This design comes from an exercise in tuning for small area and few clock cycles per item on the open sky130 flow, not from production work.
Function was checked by simulation only, so behaviour that the tests miss may differ from the original.
The flow treats the clock pin as an ideal source. Dropping or thinning the clock tree relies on that and would not hold on a real chip.
No activity file was given, so power comes from the tool's default toggle rates.

run 1:
Design ultrasonic_echo_ranger, start of the top module:
module ultrasonic_echo_ranger (
  input  logic                           clk,
  input  logic                           rst,
  input  logic                           sample_valid,
  output logic                           sample_ready,
  input  logic                           sample_echo_level,
  output logic                           result_valid,
  input  logic                           result_ready,
  output logic                           result_trig_level,
  output logic                           result_result_valid,
  output logic [uer_pkg::RANGE_W-1:0]    result_range_sixteenths,
  output logic                           result_near,
  input  logic                           cfg_wr_en,
  input  logic [uer_pkg::CFG_IDX_W-1:0]  cfg_index,
  input  logic [uer_pkg::CFG_DATA_W-1:0] cfg_data
);
  function automatic logic ge17(input logic [16:0] a, input logic [16:0] b);
    ge17 = 1'b1;
    for (int i = 0; i < 17; i++) ge17 = (a[i] ^ b[i]) ? a[i] : ge17;
  endfunction
  function automatic logic ge8(input logic [7:0] a, input logic [7:0] b);
    ge8 = 1'b1;
    for (int i = 0; i < 8; i++) ge8 = (a[i] ^ b[i]) ? a[i] : ge8;
  endfunction
  function automatic logic lt9(input logic [8:0] a, input logic [8:0] b);
    lt9 = 1'b0;
    for (int i = 0; i < 9; i++) lt9 = (a[i] ^ b[i]) ? b[i] : lt9;
  endfunction
  logic [uer_pkg::TRIG_W-1:0] trig_cfg;
  logic [uer_pkg::HOLD_W-1:0] hold_cfg;
  ...
==> flow/config.mk <==
export PLATFORM = sky130hd
export DESIGN_NAME = ultrasonic_echo_ranger
export DESIGN_NICKNAME = ultrasonic_echo_ranger
export VERILOG_FILES = /design/flow/design.v
export SDC_FILE = /design/flow/constraint.sdc
export NUM_CORES = 4
export LEC_CHECK = 0
export ABC_AREA = 1
export CAP_MARGIN = 20
export CORE_MARGIN = 2
export CORE_UTILIZATION = 75
export CTS_BUF_LIST = sky130_fd_sc_hd__clkbuf_16
export CTS_CLUSTER_DIAMETER = 100
export CTS_CLUSTER_SIZE = 50
export PLACE_DENSITY = 0.85
export SLEW_MARGIN = 20
==> flow/constraint.sdc <==
create_clock -name core_clock -period 7.0 [get_ports {clk}]
set_input_delay 1.4000 -clock core_clock [delete_from_list [all_inputs] [get_ports {clk}]]
set_output_delay 1.4000 -clock core_clock [all_outputs]
set_load 0.01 [all_outputs]
standard.sh (not shown) runs the stock make flow with config.mk's settings and CLKGATE_MAP_FILE= SYNTH_SCRIPT=/design/flow/synth_recipe.tcl, a recipe that flattens the netlist after the stock synthesis.
==> flow/flow/run.sh <==
#!/bin/bash
# The standard layout with two changes:
#  - synthesis maps the logic with an area-oriented ABC script (flow/abc_area.script,
#    read through ABC_AREA=1); everything else in synthesis is the standard one, so
#    the registers are the standard synthesis's;
#  - each port gets the smallest buffer (buf_1) instead of the delay buffer
#    that buffer_ports picks by default.
set -euo pipefail
rm -rf scripts_abc
cp -r "$FLOW_HOME/scripts" scripts_abc
cp flow/abc_area.script scripts_abc/abc_area.script
SCRIPTS_DIR="$PWD/scripts_abc" bash standard.sh synth > synth.log 2>&1
export BUFFER_PORTS_ARGS="-buffer_cell sky130_fd_sc_hd__buf_1"
bash standard.sh > layout.log 2>&1
==> flow/flow/abc_area.script <==
strash
&get -n
&st
&dch -f
&nf -R 1000
&st
&syn2
&dch -f
&nf -R 1000
&put
topo
Both conditions hold for run 1: the flow ran to the end and the final layout passed the timing, design-rule and antenna checks.
Testbench counts of run 1, summed over its fixed seeds: cycles 796,983, ticks 796,967.
diff inputs: run 1 => run 2
# run 1
export LEC_CHECK = 0
export ABC_AREA = 1
export CAP_MARGIN = 20
export CORE_MARGIN = 2
export CORE_UTILIZATION = 75
export CTS_BUF_LIST = sky130_fd_sc_hd__clkbuf_16
export CTS_CLUSTER_DIAMETER = 100
export CTS_CLUSTER_SIZE = 50
export PLACE_DENSITY = 0.85
export SLEW_MARGIN = 20
create_clock -name core_clock -period 7.0 [get_ports {clk}]
# run 2
export LEC_CHECK = 0
export ABC_AREA = 1
export CAP_MARGIN = 20
export CORE_MARGIN = 2
export CORE_UTILIZATION = 75
export CTS_BUF_LIST = sky130_fd_sc_hd__clkbuf_8
export PLACE_DENSITY = 0.85
export SLEW_MARGIN = 20
create_clock -name core_clock -period 7.0 [get_ports {clk}]
==> flow/flow/run.sh <==
#!/bin/bash
# Standard layout, with the smallest buffer on each port instead of the
# delay buffer buffer_ports picks by default.
set -euo pipefail
export BUFFER_PORTS_ARGS="-buffer_cell sky130_fd_sc_hd__buf_1"
bash standard.sh > standard.log 2>&1
removed: flow/flow/abc_area.script
Results
Every stage of the flow completed for run 2, and the final layout passed the timing, design-rule and antenna checks. On final-report setup violation count, run 2 and run 1 are basically level. On global-route wire length before repair: run 2 sits above run 1. On run 2: part of the cycle the worst path needs is 21 points lower than what run 1 gave. The higher starting density of the core came out of run 1. In the reports for run 2 and run 1, the smaller maximum number of pins on one net before global-route repair belongs to run 1. Summary of run 2 over run 1: critical path depth higher, final cell count rose 31%. The lower sequential share of cell area of run 2 and run 1 is in run 2.
What run 3 does differently from run 2 at the input level:
# run 2
export LEC_CHECK = 0
export ABC_AREA = 1
export CAP_MARGIN = 20
export CORE_MARGIN = 2
export CORE_UTILIZATION = 75
export CTS_BUF_LIST = sky130_fd_sc_hd__clkbuf_8
export PLACE_DENSITY = 0.85
export SLEW_MARGIN = 20
create_clock -name core_clock -period 7.0 [get_ports {clk}]
# run 3
export LEC_CHECK = 0
export ABC_AREA = 1
export CAP_MARGIN = 20
export CORE_MARGIN = 2
export CORE_UTILIZATION = 75
export CTS_BUF_LIST = sky130_fd_sc_hd__clkbuf_8
export CTS_CLUSTER_DIAMETER = 100
export CTS_CLUSTER_SIZE = 24
export PLACE_DENSITY = 0.85
export SLEW_MARGIN = 20
create_clock -name core_clock -period 7.0 [get_ports {clk}]
==> flow/flow/run.sh <==
#!/bin/bash
# The standard layout with two changes:
#  - synthesis maps the logic with an area-oriented ABC script (flow/abc_area.script,
#    read through ABC_AREA=1); everything else in synthesis is the standard one, so
#    the registers are the standard synthesis's;
#  - each port gets the smallest buffer (buf_1) instead of the delay buffer
#    that buffer_ports picks by default.
set -euo pipefail
rm -rf scripts_abc
cp -r "$FLOW_HOME/scripts" scripts_abc
cp flow/abc_area.script scripts_abc/abc_area.script
SCRIPTS_DIR="$PWD/scripts_abc" bash standard.sh synth > synth.log 2>&1
export BUFFER_PORTS_ARGS="-buffer_cell sky130_fd_sc_hd__buf_1"
bash standard.sh > layout.log 2>&1
==> flow/flow/abc_area.script (new file) <==
strash
&get -n
&st
&dch -f
&nf -R 1000
&st
&syn2
&dch -f
&nf -R 1000
&put
topo
## What came out
Setup slack after layout (higher): run 2. Run 2 has lower fraction of area in registers than run 3. [run 3 vs run 2] final critical delay including setup and external delays: higher in run 3. Summary of run 3 over run 2: portion of the layout cell area used by clock cells higher, non-filler instance count after layout lower, portion of total power attributed to the clock network higher, fraction of the cycle the final worst path needs higher. Compared with run 2, run 3 shows a lower worst reg-to-reg path cell count. Run 3 vs. run 2: maximum ir drop on the vdd rail grew by 0.58%; hold slack grew by 0.027 ns. Run comparison: run 3 most common cell after layout, fill and taps aside sky130_fd_sc_hd__edfxtp_1; run 2 most common cell after layout, fill and taps aside sky130_fd_sc_hd__nand2_1.
Inputs modified between run 3 and run 4:
# run 3
export LEC_CHECK = 0
export ABC_AREA = 1
export CAP_MARGIN = 20
export CORE_MARGIN = 2
export CORE_UTILIZATION = 75
export CTS_BUF_LIST = sky130_fd_sc_hd__clkbuf_8
export CTS_CLUSTER_DIAMETER = 100
export CTS_CLUSTER_SIZE = 24
export PLACE_DENSITY = 0.85
export SLEW_MARGIN = 20
create_clock -name core_clock -period 7.0 [get_ports {clk}]
# run 4
export LEC_CHECK = 0
export ABC_AREA = 1
export CAP_MARGIN = 20
export CORE_MARGIN = 2
export CORE_UTILIZATION = 75
export CTS_BUF_LIST = sky130_fd_sc_hd__clkbuf_8
export PLACE_DENSITY = 0.85
export SLEW_MARGIN = 20
create_clock -name core_clock -period 7.0 [get_ports {clk}]
==> flow/flow/run.sh <==
#!/bin/bash
# The standard layout with three changes:
#  - synthesis maps the logic with an area-oriented ABC script (flow/abc_area.script,
#    read through ABC_AREA=1); everything else in synthesis is the standard one, so
#    the registers are the standard synthesis's;
#  - each port gets the smallest buffer (buf_1) instead of the delay buffer
#    that buffer_ports picks by default;
#  - clock tree synthesis takes the arguments in flow/cts_args (no dummy loads).
set -euo pipefail
rm -rf scripts_abc
cp -r "$FLOW_HOME/scripts" scripts_abc
cp flow/abc_area.script scripts_abc/abc_area.script
SCRIPTS_DIR="$PWD/scripts_abc" bash standard.sh synth > synth.log 2>&1
export BUFFER_PORTS_ARGS="-buffer_cell sky130_fd_sc_hd__buf_1"
export CTS_ARGS="$(cat flow/cts_args)"
bash standard.sh > layout.log 2>&1
==> flow/flow/cts_args (new file) <==
-sink_clustering_enable -repair_clock_nets -buf_list sky130_fd_sc_hd__clkbuf_8 -dont_use_dummy_load
### Flow results
Vertical die dimension came out exactly the same in run 4 and run 3. Against run 3, run 4 comes in 0.75% lower on global-route wire length before repair. Looking at combinational group share of total power, run 4 sits 1.0 points above run 3. Per the comparison of run 4 with run 3, final wirelength lost 340 um; area of all placed cells without fillers lost 1.3%; cell count lost about 1.3%; total power lost about 5.6%; final sequential cell count neither gained nor lost much.
Edits applied to the flow inputs when going from run 4 to run 5:
==> flow/flow/run.sh <==
#!/bin/bash
# The standard layout with two changes:
#  - synthesis maps the logic with an area-oriented ABC script (flow/abc_area.script,
#    read through ABC_AREA=1); everything else in synthesis is the standard one, so
#    the registers are the standard synthesis's;
#  - each port gets the smallest buffer (buf_1) instead of the delay buffer
#    that buffer_ports picks by default.
set -euo pipefail
rm -rf scripts_abc
cp -r "$FLOW_HOME/scripts" scripts_abc
cp flow/abc_area.script scripts_abc/abc_area.script
SCRIPTS_DIR="$PWD/scripts_abc" bash standard.sh synth > synth.log 2>&1
export BUFFER_PORTS_ARGS="-buffer_cell sky130_fd_sc_hd__buf_1"
bash standard.sh > layout.log 2>&1
removed: flow/flow/cts_args
Results
Across run 4 and run 5, none had a timing, DRC or antenna violation. Of run 4 and run 5, run 5 shows the higher detailed-route wire length on metal 1, with run 4 below it. [diff] total wirelength of the detailed-routed design, run 5 relative to run 4: regression. Run 5 against run 4: maximum achievable frequency lost about 4.3%, global-route wire length before repair now sits higher. Post-layout minimum cycle time in run 5 is 0.22 ns above run 4. Run 5 — proportion of cell area occupied by registers 0.72 points lower, run 4 as reference.


ultrasonic_echo_ranger, a different RTL version from the one above (not shown whole).
Size in the first run: about 320 cells after synthesis, roughly 0.0040 mm² of cells after synthesis.
Settings: LEC_CHECK=0, ABC_AREA=1, CAP_MARGIN=20, CORE_MARGIN=2, CORE_UTILIZATION=75, CTS_BUF_LIST=sky130_fd_sc_hd__clkbuf_8, GPL_TIMING_DRIVEN=0, PLACE_DENSITY=0.85, SLEW_MARGIN=20; clock period 7.0 ns.
==> flow/flow/run.sh <==
#!/bin/bash
# The standard layout with these changes:
#  - synthesis leaves the adders to ABC (ADDER_MAP_FILE empty, so no half or
#    full adder cells are extracted before it) and maps the logic with an
#    area-oriented ABC script: each flow/abc_*.script is tried (read through
#    ABC_AREA=1; everything else in synthesis is the standard one, so the
#    registers are the standard synthesis's) and the one giving the smallest
#    cell area is used;
#  - each port gets the smallest buffer (buf_1) instead of the delay buffer
#    that buffer_ports picks by default;
#  - the clock tree is built by flow/mcts.tcl (one root inverter and three
#    leaf inverters) in place of clock_tree_synthesis; the rest of the CTS step
#    (placement legalisation, timing repair) is ORFS's own.
# Each tool's output goes to a log in this folder (trial_*/synth.log,
# synth.log, layout.log) and ORFS's own logs under orfs/logs.
set -euo pipefail
W=$PWD
export ADDER_MAP_FILE=
names=()
for s in flow/abc_*.script; do
  n=$(basename "$s" .script)
  names+=("$n")
  rm -rf "trial_$n"
  mkdir -p "trial_$n"
  cp -r "$FLOW_HOME/scripts" "trial_$n/scripts"
  cp "$s" "trial_$n/scripts/abc_area.script"
  sed "s#WORK_HOME=$W/orfs #WORK_HOME=$W/trial_$n/orfs #" standard.sh > "trial_$n/standard.sh"
  grep -q "WORK_HOME=$W/trial_$n/orfs " "trial_$n/standard.sh"
  ( SCRIPTS_DIR="$W/trial_$n/scripts" bash "trial_$n/standard.sh" synth > "trial_$n/synth.log" 2>&1 ) &
  if (( ${#names[@]} % 3 == 0 )); then
    wait
  fi
done
wait
best=""
besta=""
for n in "${names[@]}"; do
  f="trial_$n/orfs/reports/sky130hd/ultrasonic_echo_ranger/base/synth_stat.txt"
  [[ -f $f ]] || continue
  a=$(grep "Chip area for module" "$f" | awk '{print $NF}')
  echo "$n $a" >> abc_choice.txt
  if [[ -z $best ]] || awk -v a="$a" -v b="$besta" 'BEGIN{exit !(a < b)}'; then
    best=$n
    besta=$a
  fi
done
echo "chosen $best $besta" >> abc_choice.txt
SCRIPTS_DIR="$W/trial_$best/scripts" bash standard.sh synth > synth.log 2>&1
export BUFFER_PORTS_ARGS="-buffer_cell sky130_fd_sc_hd__buf_1"
bash standard.sh place > layout.log 2>&1
rm -rf scripts_cts
cp -r "$FLOW_HOME/scripts" scripts_cts
python3 - "$W" <<'PY'
import sys
p = 'scripts_cts/cts.tcl'
s = open(p).read()
old = 'log_cmd clock_tree_synthesis {*}$cts_args'
assert s.count(old) == 1
s = s.replace(old, 'source {%s/flow/mcts.tcl}' % sys.argv[1])
open(p, 'w').write(s)
PY
SCRIPTS_DIR="$W/scripts_cts" bash standard.sh cts >> layout.log 2>&1
bash standard.sh >> layout.log 2>&1
==> flow/flow/abc_a4.script <==
strash
&get -n
&st
&dch
&nf -R 1000
&st
&syn4
&dch
&nf -R 1000
&put
topo
==> flow/flow/abc_b4.script <==
strash
&get -n
&st
&syn2
&dch
&nf -R 1000
&st
&syn4
&dch
&nf -R 1000
&put
topo
==> flow/flow/abc_dc2.script <==
strash
&get -n
&st
&dc2
&dch -f
&nf -R 1000
&st
&syn4
&dch -f
&nf -R 1000
&put
topo
==> flow/flow/abc_s4b.script <==
strash
&get -n
&st
&dch -f
&nf -R 1000
&st
&syn4
&dch -f
&nf -R 1000
&st
&syn4
&dch -f
&nf -R 1000
&put
topo
==> flow/flow/mcts.tcl <==
# Clock tree built by hand, sourced by cts.tcl in place of clock_tree_synthesis:
# the clock port drives one root inverter, which drives one leaf inverter per
# group of flip-flops; the groups split the flip-flops into mcts_kx columns by
# x and each column into mcts_ky rows by y, and each cell sits at the centre
# of what it drives. Every flip-flop is two inverters from the port, so it
# sees the clock itself, and all flip-flops see it through the same depth.
set mcts_kx 3
set mcts_ky 1
set mcts_leaf sky130_fd_sc_hd__inv_12
set mcts_root sky130_fd_sc_hd__inv_4

set block [ord::get_db_block]
proc mcts_outpin {inst} {
  foreach it [$inst getITerms] {
    if {[$it isOutputSignal]} {
      return $it
    }
  }
}
set clknet [$block findNet clk]
set sinks {}
foreach it [$clknet getITerms] {
  set loc [[$it getInst] getLocation]
  lappend sinks [list [lindex $loc 0] [lindex $loc 1] $it]
}
set n [llength $sinks]
set sinks [lsort -integer -index 0 $sinks]
set groups {}
for {set gx 0} {$gx < $mcts_kx} {incr gx} {
  set col [lrange $sinks [expr {$gx * $n / $mcts_kx}] [expr {($gx + 1) * $n / $mcts_kx - 1}]]
  set col [lsort -integer -index 1 $col]
  set m [llength $col]
  for {set gy 0} {$gy < $mcts_ky} {incr gy} {
    lappend groups [lrange $col [expr {$gy * $m / $mcts_ky}] [expr {($gy + 1) * $m / $mcts_ky - 1}]]
  }
}
set sx 0
set sy 0
foreach s $sinks {
  set sx [expr {$sx + [lindex $s 0]}]
  set sy [expr {$sy + [lindex $s 1]}]
}
set ri [odb::dbInst_create $block [[ord::get_db] findMaster $mcts_root] clkbuf_root]
set rootnet [odb::dbNet_create $block clknet_root]
$rootnet setSigType CLOCK
[$ri findITerm A] connect $clknet
[mcts_outpin $ri] connect $rootnet
$ri setLocation [expr {$sx / $n}] [expr {$sy / $n}]
$ri setPlacementStatus PLACED
set g 0
foreach grp $groups {
  set sx 0
  set sy 0
  foreach s $grp {
    set sx [expr {$sx + [lindex $s 0]}]
    set sy [expr {$sy + [lindex $s 1]}]
  }
  set bi [odb::dbInst_create $block [[ord::get_db] findMaster $mcts_leaf] clkbuf_leaf_$g]
  set nn [odb::dbNet_create $block clknet_leaf_$g]
  $nn setSigType CLOCK
  foreach s $grp {
    set it [lindex $s 2]
    $it disconnect
    $it connect $nn
  }
  [$bi findITerm A] connect $rootnet
  [mcts_outpin $bi] connect $nn
  $bi setLocation [expr {$sx / [llength $grp]}] [expr {$sy / [llength $grp]}]
  $bi setPlacementStatus PLACED
  incr g
}
$clknet setSigType CLOCK
puts "mcts: $n flip-flops, [llength $groups] leaf inverters"
set_propagated_clock [all_clocks]
Other scripts of this flow, unchanged in this note and not shown: flow/flow/abc_nf1.script, flow/flow/abc_nf2.script, flow/flow/abc_s4.script
Testbench counts at the start, summed over its fixed seeds: cycles 797,463, ticks 796,967.
Change:
--- a/flow/flow/run.sh
+++ b/flow/flow/run.sh
@@ -2,7 +2,5 @@
-# The standard layout with these changes:
-#  - synthesis leaves the adders to ABC (ADDER_MAP_FILE empty, so no half or
-#    full adder cells are extracted before it) and maps the logic with an
-#    area-oriented ABC script: each flow/abc_*.script is tried (read through
-#    ABC_AREA=1; everything else in synthesis is the standard one, so the
-#    registers are the standard synthesis's) and the one giving the smallest
-#    cell area is used;
+# The standard layout with three changes:
+#  - synthesis maps the logic with an area-oriented ABC script: each
+#    flow/abc_*.script is tried (read through ABC_AREA=1, everything else in
+#    synthesis the standard one, so the registers are the standard synthesis's)
+#    and the one giving the smallest cell area is used;
@@ -18 +15,0 @@
-export ADDER_MAP_FILE=
@@ -30,3 +26,0 @@
-  if (( ${#names[@]} % 3 == 0 )); then
-    wait
-  fi
removed: flow/flow/abc_a4.script
removed: flow/flow/abc_b4.script
removed: flow/flow/abc_dc2.script
removed: flow/flow/abc_s4b.script
After rerunning: The changed run finished with timing, DRC and antenna clean. Final area is higher by 3.4%. Sequential share of layout area falls by 2.0 points. First-iteration DRC count decreases by 39%. Synthesized area came out higher by 4.2%. Worst setup slack loses 0.049 ns. Total power goes up by 0.57%. Core utilization shrinks by 2.0 points.
Change:
--- a/flow/flow/run.sh
+++ b/flow/flow/run.sh
@@ -9,2 +9,2 @@
-#  - the clock tree is built by flow/mcts.tcl (one root inverter and three
-#    leaf inverters) in place of clock_tree_synthesis; the rest of the CTS step
+#  - the clock tree is built by flow/mcts.tcl (one root buffer and six leaf
+#    buffers) in place of clock_tree_synthesis; the rest of the CTS step
--- a/flow/flow/mcts.tcl
+++ b/flow/flow/mcts.tcl
@@ -2,5 +2,4 @@
-# the clock port drives one root inverter, which drives one leaf inverter per
-# group of flip-flops; the groups split the flip-flops into mcts_kx columns by
-# x and each column into mcts_ky rows by y, and each cell sits at the centre
-# of what it drives. Every flip-flop is two inverters from the port, so it
-# sees the clock itself, and all flip-flops see it through the same depth.
+# the clock port drives one root buffer, which drives one leaf buffer per
+# group of flip-flops; the groups split the flip-flops into MCTS_KX columns by
+# x and each column into MCTS_KY rows by y, and each buffer sits at the centre
+# of what it drives. Every flip-flop is two buffers from the port.
@@ -8,3 +7,3 @@
-set mcts_ky 1
-set mcts_leaf sky130_fd_sc_hd__inv_12
-set mcts_root sky130_fd_sc_hd__inv_4
+set mcts_ky 2
+set mcts_leaf sky130_fd_sc_hd__clkbuf_8
+set mcts_root sky130_fd_sc_hd__clkbuf_4
@@ -13,7 +11,0 @@
-proc mcts_outpin {inst} {
-  foreach it [$inst getITerms] {
-    if {[$it isOutputSignal]} {
-      return $it
-    }
-  }
-}
@@ -47 +39 @@
-[mcts_outpin $ri] connect $rootnet
+[$ri findITerm X] connect $rootnet
@@ -67 +59 @@
-  [mcts_outpin $bi] connect $nn
+  [$bi findITerm X] connect $nn
@@ -73 +65 @@
-puts "mcts: $n flip-flops, [llength $groups] leaf inverters"
+puts "mcts: $n flip-flops, [llength $groups] leaf buffers"
Result: The new run produced a clean layout. First-iteration DRC count falls by 9.7%. Routed wire length rises by about 5%. Flip-flop and latch count stays the same. Clock power rises by 23%. Hold slack got worse by 0.0036 ns.
Change:
--- a/flow/flow/run.sh
+++ b/flow/flow/run.sh
@@ -9 +9 @@
-#  - the clock tree is built by flow/mcts.tcl (one root buffer and six leaf
+#  - the clock tree is built by flow/mcts.tcl (one root buffer and five leaf
--- a/flow/flow/mcts.tcl
+++ b/flow/flow/mcts.tcl
@@ -6,2 +6,2 @@
-set mcts_kx 3
-set mcts_ky 2
+set mcts_kx 5
+set mcts_ky 1
@@ -9 +9 @@
-set mcts_root sky130_fd_sc_hd__clkbuf_4
+set mcts_root sky130_fd_sc_hd__clkbuf_2
Outcome: Worst hold slack is about the same. Synthesized area is unchanged. Setup slack gains 0.023 ns. Clock power goes down by about 8%. Power is lower by 1.7%. Die area is unchanged.
No run of this note takes its clock network from TritonCTS; it comes from the design's own scripts or RTL.

-- re-timing with driven ports --
In the flow no input, the clock included, has a driving cell. The finished layouts below were timed again as built, in two steps.
Step 1: set_driving_cell puts a clkbuf_16 on clk and a buf_2 on each other input, an assumption about the parent block.
Step 2 moves the port delays by t, midway between the first and last clock arrival at a register: inputs arrive t later, outputs are due t later. That takes back most of the time a late clock gives input paths.
Slacks: no drivers / after step 1 / after step 2; pairs: no drivers / after step 1.
| run | shift t [ns] | setup slack, ns | worst slew at a driven data input, ns |
|---|---|---|---|
| run 1 | 0.368 | 1.851 / 1.851 / 1.851 | 0.04 |
| run 2 | 0.394 | 3.309 / 3.309 / 3.309 | 0.04 |
| run 3 | 0.392 | 1.842 / 1.842 / 1.842 | 0.04 |
| run 4 | 0.377 | 2.062 / 2.062 / 2.062 | 0.04 |
| run 5 | 0.392 | 1.842 / 1.842 / 1.842 | 0.04 |
| the first run of note 2 | 0.247 | 2.010 / 2.010 / 2.010 | 0.04 |
| the second run of note 2 | 0.251 | 1.961 / 1.961 / 1.961 | 0.04 |
| the third run of note 2 | 0.425 | 1.916 / 1.916 / 1.916 | 0.05 |
| the fourth run of note 2 | 0.469 | 1.939 / 1.939 / 1.939 | 0.04 |
After both steps every run listed still meets setup and hold.
